Background: an optimization exercise with open tools, aiming at small area, a short achievable clock period and few clock cycles per item. Do not read the settings as production practice. Only simulation tests tie the RTL to the original design; equivalence was not proved.

red:
==> flow/design.v (excerpt) <==
module hsl_to_rgb_converter_unit #(
  parameter int FRACTION_BITS = hslrgb_pkg::FRACTION_BITS
) (
  input  logic             clk,
  input  logic             rst_n,
  input  logic             in_valid,
  output logic             in_stall,
  input  hslrgb_pkg::hsl_t in_data,
  output logic             out_valid,
  input  logic             out_stall,
  output hslrgb_pkg::rgb_t out_data
);
For scale: roughly 1900 cells after synthesis, roughly 86 I/O pins, about 18000 um^2 of cells after synthesis.
clock: 7.0 ns
lec_check: 0
abc_area: 1
cap_margin: 10
core_margin: 2
core_utilization: 40
place_density: 0.6
setup_slack_margin: 2.0
slew_margin: 10
standard.sh (not shown) runs the stock make flow with config.mk's settings and CLKGATE_MAP_FILE= SYNTH_SCRIPT=/design/flow/synth_recipe.tcl, a recipe that flattens the netlist after the stock synthesis.
==> flow/flow/run.sh <==
#!/bin/bash
# The standard layout (the standard.sh: ORFS synthesis to finish) with two
# changes that keep the design and its registers as the standard synthesis
# makes them:
#  - after synthesis, flow/invopt.py removes inverters around full adders
#    (a full adder of inverted inputs gives inverted outputs), a purely
#    combinational rewrite of the netlist;
#  - the port buffers use the smallest plain buffer instead of the delay
#    buffer buffer_ports picks by default. Every port is still buffered.
set -euo pipefail
RES=orfs/results/${FLOW_PLATFORM:-sky130hd}/hsl_to_rgb_converter_unit/base
bash standard.sh synth > standard_synth.log 2>&1
cp $RES/1_2_yosys.v yosys_netlist_orig.v
if python3 flow/invopt.py yosys_netlist_orig.v yosys_netlist_opt.v > invopt.log 2>&1; then
  cp yosys_netlist_opt.v $RES/1_2_yosys.v
  rm -f $RES/1_synth.odb $RES/1_synth.sdc
fi
bash standard.sh "BUFFER_PORTS_ARGS=-buffer_cell sky130_fd_sc_hd__buf_1" finish > standard_flow.log 2>&1
Other scripts of this flow, unchanged in this note and not shown: flow/flow/invopt.py
red was carried through to the last stage, and its layout satisfied the timing, design-rule and antenna checks.
Testbench counts of red, summed over its fixed seeds: cycles 8,032, items 8,000.
#### Input delta (blue over red)
# red
export LEC_CHECK = 0
export ABC_AREA = 1
export CAP_MARGIN = 10
export CORE_MARGIN = 2
export CORE_UTILIZATION = 40
export PLACE_DENSITY = 0.6
export SETUP_SLACK_MARGIN = 2.0
export SLEW_MARGIN = 10
create_clock -name core_clock -period 7.0 [get_ports {clk}]
# blue
export LEC_CHECK = 0
export ABC_AREA = 1
export CAP_MARGIN = 10
export CORE_MARGIN = 2
export CORE_UTILIZATION = 40
export PLACE_DENSITY = 0.6
export SETUP_SLACK_MARGIN = 2.2
export SLEW_MARGIN = 10
create_clock -name core_clock -period 7.0 [get_ports {clk}]
## What came out
Compared with red, blue shows a detail-routed via count per cell that is about 0.8% higher. Between blue and red, the fraction of met3 tracks used by global routing figures differ only marginally. blue vs red: global routing met2 resource utilization up in blue. Compared with red, blue ends up with more cell area.
## Diff of input files: green against blue
# blue
export LEC_CHECK = 0
export ABC_AREA = 1
export CAP_MARGIN = 10
export CORE_MARGIN = 2
export CORE_UTILIZATION = 40
export PLACE_DENSITY = 0.6
export SETUP_SLACK_MARGIN = 2.2
export SLEW_MARGIN = 10
create_clock -name core_clock -period 7.0 [get_ports {clk}]
# green
export LEC_CHECK = 0
export ABC_AREA = 1
export CAP_MARGIN = 20
export CORE_MARGIN = 2
export CORE_UTILIZATION = 40
export PLACE_DENSITY = 0.6
export SETUP_SLACK_MARGIN = 2.0
export SLEW_MARGIN = 20
create_clock -name core_clock -period 7.0 [get_ports {clk}]
Notes after the runs:
For met3 track demand over resource in global routing, blue and green come out practically identical.
In the reports for blue and green, the smaller utilization after layout belongs to green.
Every stage of the flow completed for green, and the final layout passed the timing, design-rule and antenna checks.
Looking at area of all placed cells without fillers across blue and green, the one that comes out higher is blue.
Modified inputs, orange compared to green
# green
export LEC_CHECK = 0
export ABC_AREA = 1
export CAP_MARGIN = 20
export CORE_MARGIN = 2
export CORE_UTILIZATION = 40
export PLACE_DENSITY = 0.6
export SETUP_SLACK_MARGIN = 2.0
export SLEW_MARGIN = 20
create_clock -name core_clock -period 7.0 [get_ports {clk}]
# orange
export LEC_CHECK = 0
export CAP_MARGIN = 10
export CORE_MARGIN = 2
export CORE_UTILIZATION = 40
export CTS_BUF_LIST = sky130_fd_sc_hd__clkbuf_8
export PLACE_DENSITY = 0.6
export SETUP_SLACK_MARGIN = 2.0
export SLEW_MARGIN = 10
create_clock -name core_clock -period 7.0 [get_ports {clk}]
- In the tables for orange and green, count of cell instances traversed by the critical path reads higher with green.
- Taking green as the reference, in orange insertion delay to the later sink of the worst-skew pair now sits higher; net count after synthesis fell by 150; wire length after detailed routing shrank by 830 um.
- Synthesized cell area in orange is about 1.5% higher than in green
- Non-clock buffer count in orange vs green: up 20
--- input diff orange..purple ---
# orange
export LEC_CHECK = 0
export CAP_MARGIN = 10
export CORE_MARGIN = 2
export CORE_UTILIZATION = 40
export CTS_BUF_LIST = sky130_fd_sc_hd__clkbuf_8
export PLACE_DENSITY = 0.6
export SETUP_SLACK_MARGIN = 2.0
export SLEW_MARGIN = 10
create_clock -name core_clock -period 7.0 [get_ports {clk}]
# purple
export LEC_CHECK = 0
export ABC_AREA = 1
export CAP_MARGIN = 10
export CORE_MARGIN = 2
export CORE_UTILIZATION = 40
export PLACE_DENSITY = 0.6
export SETUP_SLACK_MARGIN = 1.8
export SLEW_MARGIN = 10
create_clock -name core_clock -period 7.0 [get_ports {clk}]
--- outcome ---
Boundary pin count: purple vs orange identical
STATUS wire length reported by the detailed router: purple loses against orange
Higher met2 global-route usage was reported by purple, not orange.
NOTE: area after synthesis in purple falls short of that of orange
Compared orange against purple; via count within noise.
In purple, the fraction of cell area in non-clock buffers came out 2.5 points below the value in orange.
purple against orange; top achievable clock speed is down slightly.
purple ended up with nand2_1 as its most common library cell in the layout ignoring fill and taps; orange ended up with edfxtp_1.
Compared to orange, purple has final worst hold slack 0.0073 ns higher.

afterwards: timing with drivers on the ports:
In the flow no input, the clock included, has a driving cell. The finished layouts below were timed again as built, in two steps. Step 1 sets driving cells, clkbuf_16 on the clock port and buf_2 on the other inputs (assumed; they add their load-dependent delay and slew). Step 2 adds t to the input delays and takes it off the output delays; t is the mean of the earliest and latest rising clock arrival at the registers after step 1. Input paths then give back, and output paths get back, about the clock's delay inside the block. a / b / c = no drivers / after step 1 / after step 2; a / b = the first two.
run | t (ns) | setup slack, ns | hold WS [ns]
red | 0.510 | 2.222 / 2.222 / 2.222 | 0.423 / 0.423 / 0.423
blue | 0.515 | 2.235 / 2.235 / 2.235 | 0.423 / 0.423 / 0.423
green | 0.510 | 2.222 / 2.222 / 2.222 | 0.423 / 0.423 / 0.423
orange | 0.568 | 2.128 / 2.128 / 1.873 | 0.416 / 0.416 / 0.416
purple | 0.513 | 2.059 / 2.059 / 2.059 | 0.423 / 0.423 / 0.423
After both steps setup and hold are still met in every run listed. For orange, which loses most, drivers alone change the setup slack by 0.000 ns; drivers and shift together by -0.255 ns.
